Background: an optimization exercise with open tools, aiming at small area, a short achievable clock period and few clock cycles per item. Do not read the settings as production practice. RTL that was checked went through simulation tests only; none was proved equivalent to the original. Power figures rest on the tool's default switching activity, not on a simulated workload.

==> v3: inputs <==
Design dt_coef_top, start of the top module:
module dt_coef_top (
    input  wire                   clk,
    input  wire                   rst_n,
    input  wire                   start,
    input  wire [64-1:0]   delta_t,
    output wire                   mul_req_valid,
    input  wire                   mul_req_ready,
    output wire [64-1:0]   mul_req_a,
    output wire [64-1:0]   mul_req_b,
    input  wire                   mul_resp_valid,
    output wire                   mul_resp_ready,
    input  wire [64-1:0]   mul_resp_y,
    output wire [64-1:0]   coef_delta_t2,
    output wire [64-1:0]   coef_dt2,
    output wire [64-1:0]   coef_half_dt2,
    output wire [64-1:0]   coef_three2_dt2,
    output wire [64-1:0]   coef_half_dt3,
    output wire [64-1:0]   coef_third_dt3,
    output wire [64-1:0]   coef_sixth_dt3,
    output wire [64-1:0]   coef_two3_dt3,
    output wire [64-1:0]   coef_quarter_dt4,
    output wire [64-1:0]   coef_sixth_dt4,
  ...
==> flow/config.mk <==
export PLATFORM = sky130hd
export DESIGN_NAME = dt_coef_top
export DESIGN_NICKNAME = dt_coef_top
export VERILOG_FILES = /design/flow/design.v
export SDC_FILE = /design/flow/constraint.sdc
export NUM_CORES = 4
export LEC_CHECK = 0
export ABC_CLOCK_PERIOD_IN_PS = 2300
export CAP_MARGIN = 20
export CORE_MARGIN = 2
export CORE_UTILIZATION = 50
export SETUP_SLACK_MARGIN = 2.4
export SLEW_MARGIN = 20
export TNS_END_PERCENT = 10
==> flow/constraint.sdc <==
create_clock -name core_clock -period 5.0 [get_ports {clk}]
set_input_delay 1.0000 -clock core_clock [delete_from_list [all_inputs] [get_ports {clk}]]
set_output_delay 1.0000 -clock core_clock [all_outputs]
set_load 0.01 [all_outputs]
standard.sh (not shown) runs the stock make flow with config.mk's settings and CLKGATE_MAP_FILE= SYNTH_SCRIPT=/design/flow/synth_recipe.tcl, a recipe that flattens the netlist after the stock synthesis.
==> flow/flow/run.sh <==
#!/bin/bash
set -o pipefail
export BUFFER_PORTS_ARGS="-buffer_cell sky130_fd_sc_hd__buf_1"
bash standard.sh > standard_flow.log 2>&1
==> inputs of v31, as changes to v3 <==
--- a/flow/design.v
+++ b/flow/design.v
@@ -1,16 +1,16 @@
 `timescale 1ns/10ps
 `default_nettype none
 module dt_third (
     input  wire [62:0] x,
     output wire [13:0] s1,       
     input  wire [13:0] s1_q,
-    output wire [13:0] s2,       
-    input  wire [13:0] s2_q,
+    output wire [15:0] s2,       
+    input  wire [15:0] s2_q,
     output wire [51:0] frac,     
     output wire [10:0] e_p1,     
     output wire [10:0] e_0,
     output wire [10:0] e_m1,
     output wire [10:0] e_m2
 );
     wire [52:0] m  = {1'b1, x[51:0]};
     wire [10:0] e  = x[62:52];
@@ -44,31 +44,34 @@
     wire [1:0] a21   = add3(g2, g1);
     assign s2[1:0]   = add3(a6543, a21);             
     assign s2[3:2]   = add3(a6543, g2);              
     assign s2[5:4]   = a6543;                        
     assign s2[7:6]   = add3(a65, g4);                
     assign s2[9:8]   = a65;                          
     assign s2[11:10] = g6;                           
     assign s2[13:12] = add3(add3(a6543, a21), g0);   
+    assign s2[14]    = big;                          
+    assign s2[15]    = t;                            
     wire [1:0] ab [0:5];
     assign ab[0] = s2_q[1:0];
     assign ab[1] = s2_q[3:2];
     assign ab[2] = s2_q[5:4];
     assign ab[3] = s2_q[7:6];
     assign ab[4] = s2_q[9:8];
     assign ab[5] = s2_q[11:10];
     wire [1:0] u [0:26];
     generate
         for (i = 0; i < 6; i = i + 1) begin : g_u
             wire [1:0] w32 = add3(dig[4*i+3], dig[4*i+2]);
+            wire [1:0] a3  = add3(ab[i], dig[4*i+3]);
             assign u[4*i+3] = ab[i];
-            assign u[4*i+2] = add3(ab[i], dig[4*i+3]);
+            assign u[4*i+2] = a3;
             assign u[4*i+1] = add3(ab[i], w32);
-            assign u[4*i]   = add3(ab[i], add3(w32, dig[4*i+1]));
+            assign u[4*i]   = add3(a3, add3(dig[4*i+2], dig[4*i+1]));
         end
     endgenerate
     assign u[26] = 2'd0;
     assign u[25] = dig[26];
     assign u[24] = add3(dig[26], dig[25]);
     wire [52:0] q;
     generate
         for (i = 0; i <= 26; i = i + 1) begin : g_q
@@ -76,26 +79,31 @@
                 wire [1:0] uo = add3(u[i], {m[2*i+1], 1'b0});
                 assign q[2*i+1] = (u[i] == 2'd2) | ((u[i] == 2'd1) & m[2*i+1]);
                 assign q[2*i]   = (uo == 2'd1) | ((uo == 2'd2) & m[2*i]);
             end else begin : g_top
                 assign q[2*i]   = (u[i] == 2'd1) | ((u[i] == 2'd2) & m[2*i]);
             end
         end
     endgenerate
-    wire [1:0]  b   = s2_q[13:12];
     wire        t   = (m[52:51] == 2'b11);
     wire        z51 = (m[50:0] == 51'd0);
     wire        big = t & ~z51;
-    assign frac = big ? {q[50:0], b == 2'd2} : {q[49:0], b};
-    wire [10:0] e2 = t ? e - 11'd1 : e - 11'd2;
-    assign e_p1 = e2 + 11'd1;
-    assign e_0  = e2;
-    assign e_m1 = e2 - 11'd1;
-    assign e_m2 = e2 - 11'd2;
+    wire [1:0]  b   = s2_q[13:12];
+    wire        bq  = s2_q[14];
+    assign frac = bq ? {q[50:0], b == 2'd2} : {q[49:0], b};
+    wire        tq = s2_q[15];
+    wire [10:0] d1 = e - 11'd1;
+    wire [10:0] d2 = e - 11'd2;
+    wire [10:0] d3 = e - 11'd3;
+    wire [10:0] d4 = e - 11'd4;
+    assign e_p1 = tq ? e  : d1;
+    assign e_0  = tq ? d1 : d2;
+    assign e_m1 = tq ? d2 : d3;
+    assign e_m2 = tq ? d3 : d4;
 endmodule
 `default_nettype wire
 `timescale 1ns/10ps
 `default_nettype none
 module dt_times2 (
     input  wire [63:0] x,
     input  wire        ez,       
     input  wire        einf,     
@@ -105,67 +113,77 @@
     wire [10:0] e = x[62:52];
     assign y[63]    = x[63];
     assign y[62:52] = ez ? {10'd0, x[51]} : (einf | eovf) ? 11'h7ff : e + 11'd1;
     assign y[51:1]  = ez ? x[50:0] : (eovf ? 51'd0 : x[51:1]);
     assign y[0]     = ~ez & ~eovf & x[0];
 endmodule
 module dt_three_half_pre (
     input  wire [62:0] p,
+    output wire [3:0]  cmp,      
+    input  wire [3:0]  cmp_q,
     output wire        k2,
     output wire        big,
-    output wire        ez,
-    output wire        inf
+    output wire        ez
 );
     wire [52:0] m = {p[62:52] != 11'd0, p[51:0]};
-    assign k2  = (m >= 53'h15555555555556);
-    assign big = (m >= 53'h15555555555555);
+    assign cmp[0] = (m[52:26] >  27'h5555555);       
+    assign cmp[1] = (m[52:26] == 27'h5555555);       
+    assign cmp[2] = (m[25:0]  >= 26'h1555555);       
+    assign cmp[3] = (m[25:0]  >  26'h1555555);       
+    assign big = cmp_q[0] | (cmp_q[1] & cmp_q[2]);
+    assign k2  = cmp_q[0] | (cmp_q[1] & cmp_q[3]);
     assign ez  = (p[62:52] == 11'd0);
-    assign inf = (p[62:52] == 11'h7ff) | (big & (p[62:52] == 11'h7fe));
 endmodule
 module dt_three_half (
     input  wire [62:0] p,
     input  wire        k2,
     input  wire        big,
     input  wire        ez,
     input  wire        inf,
     input  wire [63:0] q,        
     output wire [63:0] st_a,     
     output wire [63:0] st_b,     
-    output wire [62:0] st_c      
+    output wire [63:0] st_c,     
+    output wire [62:0] st_d      
 );
     wire [10:0] e   = p[62:52];
     wire [52:0] m   = {~ez, p[51:0]};
-    wire [18:0] sa;
-    dt_ks_add #(.W(18)) add_a (.a({m[16:0], 1'b1}), .b(m[17:0]), .cin(k2), .s(sa));
-    wire [15:0] fra  = big ? sa[17:2] : sa[16:1];
+    wire [14:0] sa;
+    dt_ks_add #(.W(14)) add_a (.a({m[12:0], 1'b1}), .b(m[13:0]), .cin(k2), .s(sa));
+    wire [11:0] fra  = big ? sa[13:2] : sa[12:1];
     wire        tie  = k2 ? (m[1:0] == 2'b10) : m[0];
-    wire [15:0] fra2 = inf ? 16'd0 : {fra[15:1], fra[0] & ~tie};
-    assign st_a = {sa[18], sa[17], 46'd0, fra2};
-    wire [18:0] sb;
-    dt_ks_add #(.W(18)) add_b (.a(m[34:17]), .b(m[35:18]), .cin(q[63]), .s(sb));
-    wire [17:0] frb  = big ? sb[17:0] : {sb[16:0], q[62]};
-    wire [17:0] frb2 = inf ? 18'd0 : frb;
-    assign st_b = {sb[18], sb[17], 28'd0, frb2, q[15:0]};
-    wire [18:0] sc;
-    dt_ks_add #(.W(18)) add_c (.a(m[52:35]), .b({1'b0, m[52:36]}), .cin(q[63]), .s(sc));
-    wire [17:0] frc  = big ? sc[17:0] : {sc[16:0], q[62]};
-    wire [10:0] ex   = big ? e + 11'd1 : (ez ? {10'd0, sc[17]} : e);
-    assign st_c = inf ? {11'h7ff, 52'd0} : {ex, frc, q[33:0]};
+    wire [11:0] fra2 = inf ? 12'd0 : {fra[11:1], fra[0] & ~tie};
+    assign st_a = {sa[14], sa[13], 50'd0, fra2};
+    wire [14:0] sb;
+    dt_ks_add #(.W(14)) add_b (.a(m[26:13]), .b(m[27:14]), .cin(q[63]), .s(sb));
+    wire [13:0] frb  = big ? sb[13:0] : {sb[12:0], q[62]};
+    wire [13:0] frb2 = inf ? 14'd0 : frb;
+    assign st_b = {sb[14], sb[13], 36'd0, frb2, q[11:0]};
+    wire [14:0] sc;
+    dt_ks_add #(.W(14)) add_c (.a(m[40:27]), .b(m[41:28]), .cin(q[63]), .s(sc));
+    wire [13:0] frc  = big ? sc[13:0] : {sc[12:0], q[62]};
+    wire [13:0] frc2 = inf ? 14'd0 : frc;
+    assign st_c = {sc[14], sc[13], 22'd0, frc2, q[25:0]};
+    wire [12:0] sd;
+    dt_ks_add #(.W(12)) add_d (.a(m[52:41]), .b({1'b0, m[52:42]}), .cin(q[63]), .s(sd));
+    wire [11:0] frd  = big ? sd[11:0] : {sd[10:0], q[62]};
+    wire [10:0] ex   = big ? e + 11'd1 : (ez ? {10'd0, sd[11]} : e);
+    assign st_d = inf ? {11'h7ff, 52'd0} : {ex, frd, q[39:0]};
 endmodule
 `default_nettype wire
 module dt_ks_add #(
     parameter W = 18
 ) (
     input  wire [W-1:0] a,
     input  wire [W-1:0] b,
     input  wire         cin,
     output wire [W:0]   s        
 );
-    localparam L = $clog2(W + 1);
+    localparam L = 5;            
     wire [W:0] g0 = {a & b, cin};
     wire [W:0] p0 = {a ^ b, 1'b0};
     wire [W:0] g [0:L];
     wire [W:0] p [0:L];
     assign g[0] = g0;
     assign p[0] = p0;
     genvar l, k;
     generate
@@ -214,17 +232,17 @@
 );
     reg  [63:0] ra;           
     reg  [63:0] rb;           
     reg  [63:0] xq;           
     reg  [62:0] dt2_q, half2_q, half3_q, third3_q, sixth3_q, two3_q;
     reg  [62:0] quart4_q, sixth4_q, twelf4_q;
     reg         k2_q;         
     reg         big_q;        
-    reg  [1:0]  t3_st;        
+    reg  [2:0]  t3_st;        
     reg         fin_q;        
     reg         req_q;        
     reg         busy_q;       
     reg         drop_q;       
     reg         pend_q;       
     reg         fast_q;       
     reg  [3:0]  step;         
     reg  [15:0] sdec;         
@@ -235,17 +253,17 @@
     wire        held     = req_q & ~mul_req_ready;      
     wire        resp     = mul_resp_valid & rdy_q;
     wire        good     = resp & ~drop_q;
     wire        fresh    = start & ~held;               
     wire        stash    = start & held;
     wire        recopy   = resp & drop_q & pend_q;      
     wire        last     = sdec[4'd11];
     wire        fin      = good & last;
-    wire        ready    = (fin | fin_q) & t3_st[1];
+    wire        ready    = (fin | fin_q) & (t3_st[2] | (t3_st == 3'd3));
     wire [63:0] y        = mul_resp_y;
     wire [10:0] ye       = y[62:52];
     wire [10:0] ye_m1    = ye - 11'd1;
     wire [10:0] ye_m2    = ye - 11'd2;
     wire [10:0] ye_p1    = ye + 11'd1;
     function automatic [3:0] nxt (input [3:0] s, input f);
         if (s == 4'd15)
             nxt = 4'd0;
@@ -305,45 +323,52 @@
     end
     dt_times2 x2_i (
         .x    (xq),
         .ez   (xz_q),
         .einf (xinf_q),
         .eovf (xovf_q),
         .y    (x2)
     );
-    wire        ez_d, inf_d;
+    wire        ez_d;
     reg         ez_q, inf_q;
+    wire [3:0]  cmp_d;
+    reg  [3:0]  cmp_q;
     dt_three_half_pre t3p_i (
-        .p   (dt2_q),
-        .k2  (k2_d),
-        .big (big_d),
-        .ez  (ez_d),
-        .inf (inf_d)
+        .p     (dt2_q),
+        .cmp   (cmp_d),
+        .cmp_q (cmp_q),
+        .k2    (k2_d),
+        .big   (big_d),
+        .ez    (ez_d)
     );
-    wire [63:0] t3_a, t3_b;
+    wire [63:0] t3_a, t3_b, t3_c;
     dt_three_half t3_i (
         .p    (dt2_q),
         .k2   (k2_q),
         .big  (big_q),
         .ez   (ez_q),
         .inf  (inf_q),
         .q    (rb),
         .st_a (t3_a),
         .st_b (t3_b),
-        .st_c (three2)
+        .st_c (t3_c),
+        .st_d (three2)
     );
     always @(posedge clk) begin
+        cmp_q <= cmp_d;
         k2_q  <= k2_d;
         big_q <= big_d;
         ez_q  <= ez_d;
-        inf_q <= inf_d;
+        inf_q <= (dt2_q[62:52] == 11'h7ff) | (big_q & (dt2_q[62:52] == 11'h7fe));
     end
-    wire [13:0] th_s1, th_s2;
-    reg  [13:0] th_s1_q, th_s2_q;
+    wire [13:0] th_s1;
+    wire [15:0] th_s2;
+    reg  [13:0] th_s1_q;
+    reg  [15:0] th_s2_q;
     wire [51:0] th_fr;
     wire [10:0] th_ep1, th_e0, th_em1, th_em2;
     reg         th3_1, th3_2, th3_3, th4_1, th4_2, th4_3;
     reg         rdy_q;        
     dt_third th_i (
         .x    (ra[62:0]),
         .s1   (th_s1),
         .s1_q (th_s1_q),
@@ -371,17 +396,17 @@
         if (!rst_n) begin
             req_q   <= 1'b0;
             busy_q  <= 1'b0;
             drop_q  <= 1'b0;
             pend_q  <= 1'b0;
             done_q  <= 1'b0;
             valid_q <= 1'b0;
             fin_q   <= 1'b0;
-            t3_st   <= 2'd0;
+            t3_st   <= 3'd0;
         end else begin
             if (take)
                 busy_q <= 1'b1;
             else if (resp)
                 busy_q <= 1'b0;
             if (fresh) begin
                 drop_q <= (busy_q & ~resp) | take;
                 req_q  <= ~((busy_q & ~resp) | take);
@@ -408,42 +433,44 @@
                 fin_q   <= 1'b0;
             end else begin
                 done_q  <= ready & ~valid_q;
                 valid_q <= valid_q | ready;
                 if (fin)
                     fin_q <= 1'b1;
             end
             if (fresh | recopy)
-                t3_st <= 2'd0;
+                t3_st <= 3'd0;
             else if (take & last)
-                t3_st <= 2'd1;
-            else if (t3_st != 2'd0 && t3_st != 2'd3)
-                t3_st <= t3_st + 2'd1;
+                t3_st <= 3'd1;
+            else if (t3_st != 3'd0 && t3_st != 3'd4)
+                t3_st <= t3_st + 3'd1;
         end
     end
     always @(posedge clk) begin
         if (start)
             fast_q <= fast_in;
     end
     wire ra_cp = ~fresh & recopy;
     wire ra_y  = ~fresh & good & ra_from_y;
     wire ra_ld = fresh | ra_cp | ra_y;
     wire rb_cp = ~fresh & recopy;
     wire rb_nx = s_adv;
     wire rb_ta = ~fresh & ~recopy & take & last;
-    wire rb_tb = ~fresh & ~recopy & (t3_st == 2'd1);
-    wire rb_tc = ~fresh & ~recopy & (t3_st == 2'd2);
-    wire rb_ld = fresh | rb_cp | rb_nx | rb_ta | rb_tb | rb_tc;
+    wire rb_tb = ~fresh & ~recopy & (t3_st == 3'd1);
+    wire rb_tc = ~fresh & ~recopy & (t3_st == 3'd2);
+    wire rb_td = ~fresh & ~recopy & (t3_st == 3'd3);
+    wire rb_ld = fresh | rb_cp | rb_nx | rb_ta | rb_tb | rb_tc | rb_td;
     always @(posedge clk) begin
         if (ra_ld)
             ra <= ({64{fresh}} & delta_t) | ({64{ra_cp}} & 64'h3ff0_0000_0000_0000) | ({64{ra_y}} & y);
         if (rb_ld)
             rb <= ({64{fresh}} & delta_t) | ({64{rb_cp}} & xq) | ({64{rb_nx}} & bnext)
-                | ({64{rb_ta}} & t3_a) | ({64{rb_tb}} & t3_b) | ({64{rb_tc}} & {1'b0, three2});
+                | ({64{rb_ta}} & t3_a) | ({64{rb_tb}} & t3_b) | ({64{rb_tc}} & t3_c)
+                | ({64{rb_td}} & {1'b0, three2});
         if (start)
             xq <= delta_t;
         else if (good & sdec[4'd7])
             xq <= x2;
         if (good & sdec[4'd0])
             dt2_q <= y[62:0];
         if (good & (sdec[4'd0] | sdec[4'd1]))
             half2_q <= {fast_q ? ye_m1 : ye, y[51:0]};
CORE_UTILIZATION = 35   (was 50)
PLACE_DENSITY = 0.9   (was default)
==> notes <==
Against v3, the die area of v31 is higher by about 40%. Against v31, the core utilization of v3 is higher by 18 points. Between v3 and v31, the lower global-route usage is in v31 (gap 9.8 points). In v3 the final cell count is lower than in v31, by about 9%. In v3 the maximum frequency is lower than in v31, by 0.93%. In v31 the via count is larger than in v3, by about 3.8%. In clock power, v31 and v3 hardly differ. Of v3 and v31, v31 has the higher non-clock buffer count (gap 27).
Testbench counts of v31, summed over its fixed seeds: cycles 4,040, sequences 192.
Function not checked in v3: the RTL went through the layout flow alone.

==> static timing again, ports no longer ideal <==
In the flow no input, the clock included, has a driving cell. The finished layouts below were timed again as built, in two steps.
Step 1 assumes that a clkbuf_16 drives the clock port and a buf_2 every other input.
Step 2 moves the port delays by t, midway between the first and last clock arrival at a register: inputs arrive t later, outputs are due t later. That takes back most of the time a late clock gives input paths.
a / b / c = ideal / step 1 / step 2; a / b = the first two.
| run | shift t [ns] | setup slack, ns | slew at the worst register clock pin (ns) | worst data-port slew with drivers (ns) |
|---|---|---|---|---|
| v3 | 0.732 | 1.851 / 1.851 / 1.387 | 0.07 / 0.07 | 0.12 |
| v31 | 0.776 | 1.880 / 1.880 / 1.391 | 0.07 / 0.07 | 0.24 |
After both steps every run listed still meets setup and hold. For v31, which loses most, drivers alone change the setup slack by 0.000 ns; drivers and shift together by -0.489 ns.
